Background: an optimization exercise with open tools, aiming at small area, a short achievable clock period and few clock cycles per item. Do not read the settings as production practice.
In this exercise RTL edits were held to simulation tests only and were not proved equivalent to the original.

==> inputs of zinc <==
==> flow/design.v <==
`timescale 1ns / 1ps
package tmhq_pkg;
  localparam int PRIO_BITS   = 32;
  localparam int IO_TAG_BITS = 16;
  localparam int COUNT_BITS  = 7;
  localparam logic ACT_INSERT = 1'b0;
  localparam logic ACT_REMOVE = 1'b1;
  typedef enum logic [1:0] {
    ST_INSERTED = 2'd0,
    ST_REMOVED  = 2'd1,
    ST_EMPTY    = 2'd2,
    ST_FULL     = 2'd3
  } status_t;
  typedef enum logic [3:0] {
    S_IDLE,
    S_DISPATCH,
    S_RM_ROOT,
    S_RM_LAST,
    S_UP_LEVEL,
    S_UP_CMP,
    S_DN_LEVEL,
    S_DN_SCAN,
    S_DN_DEC,
    S_FINISH
  } state_t;
endpackage
`timescale 1ns / 1ps
import tmhq_pkg::*;
module ternary_min_heap_queue #(
  parameter int CAPACITY = 64,
  parameter int TAG_BITS = 16
) (
  input  logic        clk,
  input  logic        rst,
  input  logic        s_tvalid,
  output logic        s_tready,
  input  logic [47:0] s_tdata,    
  input  logic [0:0]  s_tuser,    
  output logic        m_tvalid,
  input  logic        m_tready,
  output logic [55:0] m_tdata,    
  output logic [1:0]  m_tuser     
);
  localparam int N  = CAPACITY;
  localparam int PB = PRIO_BITS;
  localparam int EW = PRIO_BITS + IO_TAG_BITS;           
  localparam int RW = 2 + COUNT_BITS + EW;               
  function automatic logic lt_s(input logic [PB-1:0] a, input logic [PB-1:0] b);
    logic [PB-1:0] ua;
    logic [PB-1:0] ub;
    logic [PB-1:0] g;
    logic [PB-1:0] p;
    ua = {~a[PB-1], a[PB-2:0]};
    ub = {~b[PB-1], b[PB-2:0]};
    g  = ~ua & ub;
    p  = ~ua | ub;
    for (int w = 1; w < PB; w = w * 2) begin
      for (int k = 0; k + w < PB; k = k + 2 * w) begin
        g[k + 2*w - 1] = g[k + 2*w - 1] | (p[k + 2*w - 1] & g[k + w - 1]);
        p[k + 2*w - 1] = p[k + 2*w - 1] & p[k + w - 1];
      end
    end
    lt_s = g[PB-1];
  endfunction
  logic          a_v;
  logic          a_act;
  logic [EW-1:0] a_x;
  logic [N-1:0]  a_lt;
  logic          go;         
  logic          ins_f;      
  logic          rem_f;      
  logic [N-1:0]  sel_x;      
  logic [N-1:0]  sel_l;
  logic [N-1:0]  sel_r;
  logic          rdy;        
  logic [EW-1:0]         v [N];
  logic [N-1:0]          valid;
  logic [COUNT_BITS-1:0] count;
  logic          m_v;
  logic          s_v;
  logic [RW-1:0] m_q;
  logic [RW-1:0] s_q;
  logic          full;
  logic          empty;
  logic          a_take;
  logic          pop;
  logic [RW-1:0] res;
  assign full     = valid[N-1];
  assign empty    = !valid[0];
  assign a_take   = rdy;        
  assign pop      = m_v && m_tready;
  assign s_tready = rdy;
  logic          a_v_n;
  logic          a_act_n;
  logic [N-1:0]  valid_n;
  logic          m_v_n;
  logic          s_v_n;
  logic          go_n;
  logic          ins_n;
  logic          rem_n;
  assign a_v_n   = a_take ? s_tvalid : a_v;
  assign a_act_n = a_take ? s_tuser[0] : a_act;
  assign valid_n = ins_f ? {valid[N-2:0], 1'b1} : rem_f ? {1'b0, valid[N-1:1]} : valid;
  assign m_v_n   = (!m_v || pop) ? (s_v || go) : m_v;
  assign s_v_n   = (!m_v || pop) ? 1'b0 : (s_v || go);
  assign go_n    = a_v_n && !(m_v_n && s_v_n);
  assign ins_n   = go_n && (a_act_n == ACT_INSERT) && !valid_n[N-1];
  assign rem_n   = go_n && (a_act_n == ACT_REMOVE) && valid_n[0];
  logic [N-1:0] cmp_raw;
  logic [N-1:0] lt_cor;
  logic [N-1:0] lt_n;
  logic         cmp_new;
  assign cmp_new = lt_s(s_tdata[PB-1:0], a_x[PB-1:0]);
  for (genvar i = 0; i < N; i++) begin : g_cmp
    logic c_l;
    logic c_r;
    assign cmp_raw[i] = lt_s(s_tdata[PB-1:0], v[i][PB-1:0]);
    if (i == 0) begin : g_l0
      assign c_l = 1'b0;
    end else begin : g_ln
      assign c_l = cmp_raw[i-1];
    end
    if (i == N - 1) begin : g_rl
      assign c_r = 1'b0;
    end else begin : g_rn
      assign c_r = cmp_raw[i+1];
    end
    assign lt_cor[i] = !valid_n[i] ||
                       ((sel_l[i] && c_l) || (sel_x[i] && cmp_new) || (sel_r[i] && c_r) ||
                        (!sel_l[i] && !sel_x[i] && !sel_r[i] && cmp_raw[i]));
  end
  assign lt_n = a_take ? lt_cor : a_lt;
  for (genvar i = 0; i < N; i++) begin : g_slot
    logic [EW-1:0] left;
    logic [EW-1:0] right;
    logic          sel_h;
    if (i == 0) begin : g_l0
      assign left = '0;
    end else begin : g_ln
      assign left = v[i-1];
    end
    if (i == N - 1) begin : g_rl
      assign right = '0;
    end else begin : g_rn
      assign right = v[i+1];
    end
    assign sel_h = !(sel_l[i] || sel_x[i] || sel_r[i]);
    always_ff @(posedge clk) begin
      v[i] <= ({EW{sel_h}} & v[i]) | ({EW{sel_x[i]}} & a_x) |
              ({EW{sel_l[i]}} & left) | ({EW{sel_r[i]}} & right);
    end
  end
  for (genvar i = 0; i < N; i++) begin : g_sel
    if (i == 0) begin : g_l0
      assign sel_x[i] = ins_f && a_lt[i];
      assign sel_l[i] = 1'b0;
    end else begin : g_ln
      assign sel_x[i] = ins_f && a_lt[i] && !a_lt[i-1];
      assign sel_l[i] = ins_f && a_lt[i] && a_lt[i-1];
    end
    if (i == N - 1) begin : g_rl
      assign sel_r[i] = 1'b0;
    end else begin : g_rn
      assign sel_r[i] = rem_f && valid[i+1];
    end
  end
  always_comb begin
    res = '0;
    if (a_act == ACT_INSERT) begin
      res[RW-1:RW-2] = full ? ST_FULL : ST_INSERTED;
      res[EW+:COUNT_BITS] = full ? count : count + COUNT_BITS'(1);
    end else if (empty) begin
      res[RW-1:RW-2] = ST_EMPTY;
    end else begin
      res[RW-1:RW-2] = ST_REMOVED;
      res[EW+:COUNT_BITS] = count - COUNT_BITS'(1);
      res[EW-1:0] = v[0];
    end
  end
  always_ff @(posedge clk) begin
    if (rst) begin
      a_v   <= 1'b0;
      m_v   <= 1'b0;
      s_v   <= 1'b0;
      go    <= 1'b0;
      ins_f <= 1'b0;
      rem_f <= 1'b0;
      rdy   <= 1'b0;
      valid <= '0;
      count <= '0;
    end else begin
      a_v   <= a_v_n;
      m_v   <= m_v_n;
      s_v   <= s_v_n;
      go    <= go_n;
      ins_f <= ins_n;
      rem_f <= rem_n;
      rdy   <= !a_v_n || go_n;
      valid <= valid_n;
      if (ins_f) count <= count + COUNT_BITS'(1);
      else if (rem_f) count <= count - COUNT_BITS'(1);
    end
  end
  logic m_ld;
  assign m_ld = !m_v || pop;
  always_ff @(posedge clk) begin
    a_x   <= ({EW{a_take}} & s_tdata) | ({EW{!a_take}} & a_x);
    a_act <= a_act_n;
    a_lt  <= lt_n;
    m_q   <= ({RW{m_ld && s_v}} & s_q) | ({RW{m_ld && !s_v}} & res) | ({RW{!m_ld}} & m_q);
    s_q   <= ({RW{go}} & res) | ({RW{!go}} & s_q);
  end
  assign m_tvalid = m_v;
  assign m_tdata  = {1'b0, m_q[EW+:COUNT_BITS], m_q[EW-1:0]};
  assign m_tuser  = m_q[RW-1:RW-2];
endmodule
==> flow/run.sh <==
#!/bin/bash
# synth_recipe.tcl (not shown) runs the flow's synth.tcl, then flattens the netlist and writes it again
# the make line also repeats each setting of config.mk as NAME=value (left out here)
make -C /OpenROAD-flow-scripts/flow DESIGN_CONFIG=/design/flow/config.mk WORK_HOME=/design/flow/orfs CLKGATE_MAP_FILE= SYNTH_SCRIPT=/design/flow/synth_recipe.tcl finish
==> flow/config.mk <==
export PLATFORM = sky130hd
export DESIGN_NAME = ternary_min_heap_queue
export DESIGN_NICKNAME = ternary_min_heap_queue
export VERILOG_FILES = /design/flow/design.v
export SDC_FILE = /design/flow/constraint.sdc
export NUM_CORES = 4
export LEC_CHECK = 0
export CAP_MARGIN = 20
export CELL_PAD_IN_SITES_DETAIL_PLACEMENT = 1
export CORE_MARGIN = 2
export CORE_UTILIZATION = 40
export PLACE_DENSITY = 0.45
export SETUP_SLACK_MARGIN = 4.2
export SLEW_MARGIN = 20
==> flow/constraint.sdc <==
create_clock -name core_clock -period 7.5 [get_ports {clk}]
set_input_delay 1.5000 -clock core_clock [delete_from_list [all_inputs] [get_ports {clk}]]
set_output_delay 1.5000 -clock core_clock [all_outputs]
set_load 0.01 [all_outputs]
==> maple: changes against zinc <==
--- a/flow/design.v
+++ b/flow/design.v
@@ -67,3 +67,3 @@
   logic [EW-1:0] a_x;
-  logic [N-1:0]  a_lt;
+  logic [N-1:0]  a_lt;       
   logic          go;         
@@ -89,3 +89,3 @@
   assign empty    = !valid[0];
-  assign a_take   = rdy;        
+  assign a_take   = !a_v || go;
   assign pop      = m_v && m_tready;
@@ -109,5 +109,8 @@
   logic [N-1:0] cmp_raw;
-  logic [N-1:0] lt_cor;
-  logic [N-1:0] lt_n;
   logic         cmp_new;
+  logic [N-1:0] c_raw;       
+  logic         c_new;
+  logic [N-1:0] p_lt;        
+  logic         p_ins;
+  logic         p_rem;
   assign cmp_new = lt_s(s_tdata[PB-1:0], a_x[PB-1:0]);
@@ -116,2 +119,4 @@
     logic c_r;
+    logic psl;
+    logic psx;
     assign cmp_raw[i] = lt_s(s_tdata[PB-1:0], v[i][PB-1:0]);
@@ -119,15 +124,18 @@
       assign c_l = 1'b0;
+      assign psl = 1'b0;
+      assign psx = p_ins && p_lt[i];
     end else begin : g_ln
-      assign c_l = cmp_raw[i-1];
+      assign c_l = c_raw[i-1];
+      assign psl = p_ins && p_lt[i] && p_lt[i-1];
+      assign psx = p_ins && p_lt[i] && !p_lt[i-1];
     end
     if (i == N - 1) begin : g_rl
-      assign c_r = 1'b0;
+      assign c_r = 1'b1;
     end else begin : g_rn
-      assign c_r = cmp_raw[i+1];
-    end
-    assign lt_cor[i] = !valid_n[i] ||
-                       ((sel_l[i] && c_l) || (sel_x[i] && cmp_new) || (sel_r[i] && c_r) ||
-                        (!sel_l[i] && !sel_x[i] && !sel_r[i] && cmp_raw[i]));
-  end
-  assign lt_n = a_take ? lt_cor : a_lt;
+      assign c_r = c_raw[i+1];
+    end
+    assign a_lt[i] = !valid[i] ||
+                     ((psl && c_l) || (psx && c_new) || (p_rem && c_r) ||
+                      (!psl && !psx && !p_rem && c_raw[i]));
+  end
   for (genvar i = 0; i < N; i++) begin : g_slot
@@ -187,3 +195,3 @@
       rem_f <= 1'b0;
-      rdy   <= 1'b0;
+      rdy   <= 1'b1;
       valid <= '0;
@@ -208,3 +216,9 @@
     a_act <= a_act_n;
-    a_lt  <= lt_n;
+    if (a_take) begin
+      c_raw <= cmp_raw;
+      c_new <= cmp_new;
+      p_lt  <= a_lt;
+      p_ins <= ins_f;
+      p_rem <= rem_f;
+    end
     m_q   <= ({RW{m_ld && s_v}} & s_q) | ({RW{m_ld && !s_v}} & res) | ({RW{!m_ld}} & m_q);
- SETUP_SLACK_MARGIN: 4.2 -> 4.5
==> ember: changes against zinc <==
--- a/flow/design.v
+++ b/flow/design.v
@@ -64,2 +64,5 @@
   endfunction
+  logic          r_v;
+  logic          r_act;
+  logic [EW-1:0] r_x;
   logic          a_v;
@@ -71,3 +74,3 @@
   logic          rem_f;      
-  logic [N-1:0]  sel_x;      
+  logic [N-1:0]  sel_x;
   logic [N-1:0]  sel_l;
@@ -89,5 +92,6 @@
   assign empty    = !valid[0];
-  assign a_take   = rdy;        
+  assign a_take   = !a_v || go;
   assign pop      = m_v && m_tready;
   assign s_tready = rdy;
+  logic          r_v_n;
   logic          a_v_n;
@@ -100,4 +104,5 @@
   logic          rem_n;
-  assign a_v_n   = a_take ? s_tvalid : a_v;
-  assign a_act_n = a_take ? s_tuser[0] : a_act;
+  assign r_v_n   = rdy ? s_tvalid : r_v;
+  assign a_v_n   = a_take ? r_v : a_v;
+  assign a_act_n = a_take ? r_act : a_act;
   assign valid_n = ins_f ? {valid[N-2:0], 1'b1} : rem_f ? {1'b0, valid[N-1:1]} : valid;
@@ -112,3 +117,3 @@
   logic         cmp_new;
-  assign cmp_new = lt_s(s_tdata[PB-1:0], a_x[PB-1:0]);
+  assign cmp_new = lt_s(r_x[PB-1:0], a_x[PB-1:0]);
   for (genvar i = 0; i < N; i++) begin : g_cmp
@@ -116,3 +121,3 @@
     logic c_r;
-    assign cmp_raw[i] = lt_s(s_tdata[PB-1:0], v[i][PB-1:0]);
+    assign cmp_raw[i] = lt_s(r_x[PB-1:0], v[i][PB-1:0]);
     if (i == 0) begin : g_l0
@@ -152,14 +157,17 @@
   end
+  logic [N-1:0] sel_x_n;
+  logic [N-1:0] sel_l_n;
+  logic [N-1:0] sel_r_n;
   for (genvar i = 0; i < N; i++) begin : g_sel
     if (i == 0) begin : g_l0
-      assign sel_x[i] = ins_f && a_lt[i];
-      assign sel_l[i] = 1'b0;
+      assign sel_x_n[i] = ins_n && lt_n[i];
+      assign sel_l_n[i] = 1'b0;
     end else begin : g_ln
-      assign sel_x[i] = ins_f && a_lt[i] && !a_lt[i-1];
-      assign sel_l[i] = ins_f && a_lt[i] && a_lt[i-1];
+      assign sel_x_n[i] = ins_n && lt_n[i] && !lt_n[i-1];
+      assign sel_l_n[i] = ins_n && lt_n[i] && lt_n[i-1];
     end
     if (i == N - 1) begin : g_rl
-      assign sel_r[i] = 1'b0;
+      assign sel_r_n[i] = 1'b0;
     end else begin : g_rn
-      assign sel_r[i] = rem_f && valid[i+1];
+      assign sel_r_n[i] = rem_n && valid_n[i+1];
     end
@@ -181,2 +189,3 @@
     if (rst) begin
+      r_v   <= 1'b0;
       a_v   <= 1'b0;
@@ -187,2 +196,5 @@
       rem_f <= 1'b0;
+      sel_x <= '0;
+      sel_l <= '0;
+      sel_r <= '0;
       rdy   <= 1'b0;
@@ -191,2 +203,3 @@
     end else begin
+      r_v   <= r_v_n;
       a_v   <= a_v_n;
@@ -197,3 +210,6 @@
       rem_f <= rem_n;
-      rdy   <= !a_v_n || go_n;
+      sel_x <= sel_x_n;
+      sel_l <= sel_l_n;
+      sel_r <= sel_r_n;
+      rdy   <= !r_v_n || !a_v_n || go_n;
       valid <= valid_n;
@@ -203,10 +219,18 @@
   end
-  logic m_ld;
-  assign m_ld = !m_v || pop;
   always_ff @(posedge clk) begin
-    a_x   <= ({EW{a_take}} & s_tdata) | ({EW{!a_take}} & a_x);
+    if (rdy) begin
+      r_act <= s_tuser[0];
+      r_x   <= s_tdata;
+    end
+    if (a_take) begin
+      a_x <= r_x;
+    end
     a_act <= a_act_n;
     a_lt  <= lt_n;
-    m_q   <= ({RW{m_ld && s_v}} & s_q) | ({RW{m_ld && !s_v}} & res) | ({RW{!m_ld}} & m_q);
-    s_q   <= ({RW{go}} & res) | ({RW{!go}} & s_q);
+    if (!m_v || pop) begin
+      m_q <= s_v ? s_q : res;
+    end
+    if (go) begin
+      s_q <= res;
+    end
   end
- CELL_PAD_IN_SITES_DETAIL_PLACEMENT: 1 -> default
- PLACE_DENSITY: 0.45 -> default
- SETUP_SLACK_MARGIN: 4.2 -> default
==> quartz: changes against zinc <==
--- a/flow/design.v
+++ b/flow/design.v
@@ -67,3 +67,3 @@
   logic [EW-1:0] a_x;
-  logic [N-1:0]  a_lt;
+  logic [N-1:0]  a_lt;       
   logic          go;         
@@ -89,3 +89,3 @@
   assign empty    = !valid[0];
-  assign a_take   = rdy;        
+  assign a_take   = !a_v || go;
   assign pop      = m_v && m_tready;
@@ -109,5 +109,8 @@
   logic [N-1:0] cmp_raw;
-  logic [N-1:0] lt_cor;
-  logic [N-1:0] lt_n;
   logic         cmp_new;
+  logic [N-1:0] c_raw;       
+  logic         c_new;
+  logic [N-1:0] p_lt;        
+  logic         p_ins;
+  logic         p_rem;
   assign cmp_new = lt_s(s_tdata[PB-1:0], a_x[PB-1:0]);
@@ -116,2 +119,4 @@
     logic c_r;
+    logic psl;
+    logic psx;
     assign cmp_raw[i] = lt_s(s_tdata[PB-1:0], v[i][PB-1:0]);
@@ -119,15 +124,18 @@
       assign c_l = 1'b0;
+      assign psl = 1'b0;
+      assign psx = p_ins && p_lt[i];
     end else begin : g_ln
-      assign c_l = cmp_raw[i-1];
+      assign c_l = c_raw[i-1];
+      assign psl = p_ins && p_lt[i] && p_lt[i-1];
+      assign psx = p_ins && p_lt[i] && !p_lt[i-1];
     end
     if (i == N - 1) begin : g_rl
-      assign c_r = 1'b0;
+      assign c_r = 1'b1;
     end else begin : g_rn
-      assign c_r = cmp_raw[i+1];
-    end
-    assign lt_cor[i] = !valid_n[i] ||
-                       ((sel_l[i] && c_l) || (sel_x[i] && cmp_new) || (sel_r[i] && c_r) ||
-                        (!sel_l[i] && !sel_x[i] && !sel_r[i] && cmp_raw[i]));
-  end
-  assign lt_n = a_take ? lt_cor : a_lt;
+      assign c_r = c_raw[i+1];
+    end
+    assign a_lt[i] = !valid[i] ||
+                     ((psl && c_l) || (psx && c_new) || (p_rem && c_r) ||
+                      (!psl && !psx && !p_rem && c_raw[i]));
+  end
   for (genvar i = 0; i < N; i++) begin : g_slot
@@ -187,3 +195,3 @@
       rem_f <= 1'b0;
-      rdy   <= 1'b0;
+      rdy   <= 1'b1;
       valid <= '0;
@@ -208,3 +216,9 @@
     a_act <= a_act_n;
-    a_lt  <= lt_n;
+    if (a_take) begin
+      c_raw <= cmp_raw;
+      c_new <= cmp_new;
+      p_lt  <= a_lt;
+      p_ins <= ins_f;
+      p_rem <= rem_f;
+    end
     m_q   <= ({RW{m_ld && s_v}} & s_q) | ({RW{m_ld && !s_v}} & res) | ({RW{!m_ld}} & m_q);
- SETUP_SLACK_MARGIN: 4.2 -> 4.65
==> summary.txt <==
metric	zinc	ember	maple	quartz
Placed cell count	24908	25306	26053	26016
Most numerous cell on the critical path	sky130_fd_sc_hd__a221o_1	-	-	sky130_fd_sc_hd__o221ai_1
Number of synthesized flops with an enable pin	169	211	236	236
Aggregate global-route resource usage	49.4%	37.6%	42.4%	43.8%
Number of iterations in the first detailed-routing pass	14	17	13	10
Number of cells produced by synthesis	20868	21092	21784	21784
Path type of the worst setup path	input pin to register	register to register	register to primary output	input pin to register
Area of the multi-input gates	0.0940 mm2	0.0891 mm2	0.100 mm2	0.101 mm2
Pre-CTS worst setup slack	1.57 ns	2.62 ns	2.21 ns	1.81 ns
Most common library cell in the layout ignoring fill and taps	sky130_fd_sc_hd__a22oi_1	sky130_fd_sc_hd__nand2_1	sky130_fd_sc_hd__nand2_1	sky130_fd_sc_hd__nand2_1
Hold Path Sink	m_q[35]	a_x[38]	v[63][42]	v[63][33]
Capture point of the critical path	a_lt[31]	sel_l[13]	m_tdata[7]	c_raw[56]
Worst hold slack after final layout	0.446 ns	0.415 ns	0.453 ns	0.452 ns
Clk slew on worst S/H paths	0.07 ns	0.06 ns	0.06 ns	0.06 ns
Worst path buffer plus inverter count	3	2	1	3
Clock skew	0.0577 ns	0.0793 ns	0.0535 ns	0.0386 ns
Die Height	660 um	665 um	677 um	677 um
Kind of capture point of the worst setup path	register	register	primary output	register
Critical path peak fanout	44	36	2	34
Flop2flop setup slack	3.99 ns	2.40 ns	4.49 ns	4.59 ns
Outcome	complete, no violations	complete, no violations	complete, no violations	complete, no violations
Placeable Area	0.428 mm2	0.435 mm2	0.452 mm2	0.452 mm2
PnR worst setup slack	3.84 ns	2.40 ns	4.37 ns	4.19 ns
Testbench counts of zinc, summed over its fixed seeds: cycles 16,024, items 16,000.
Testbench counts of maple, summed over its fixed seeds: cycles 16,016, items 16,000.
Testbench counts of ember, summed over its fixed seeds: cycles 16,032, items 16,000.
Testbench counts of quartz, summed over its fixed seeds: cycles 16,016, items 16,000.

## what the ideal ports hide
Ports are ideal in the flow. The routed layouts listed here were re-timed in OpenROAD.
Step 1 assumes that a clkbuf_16 drives the clock port and a buf_2 every other input.
Step 2 adds t to the input delays and takes it off the output delays; t is the mean of the earliest and latest rising clock arrival at the registers after step 1. Input paths then give back, and output paths get back, about the clock's delay inside the block.
Slacks: ideal / step 1 / step 2; pairs: ideal / step 1.
| run | shift t [ns] | setup slack, ns | hold WS [ns] |
|---|---|---|---|
| zinc | 1.182 | 3.845 / 3.700 / 2.518 | 0.446 / 0.446 / 0.446 |
| maple | 1.187 | 4.374 / 4.165 / 2.978 | 0.453 / 0.453 / 0.453 |
| ember | 1.174 | 2.401 / 2.401 / 2.401 | 0.415 / 0.415 / 0.415 |
| quartz | 1.176 | 4.190 / 4.098 / 2.922 | 0.452 / 0.452 / 0.452 |
After both steps setup and hold are still met in every run listed. The setup slack of maple, which loses most, moves by -0.209 ns with the drivers and by -1.396 ns with both steps.
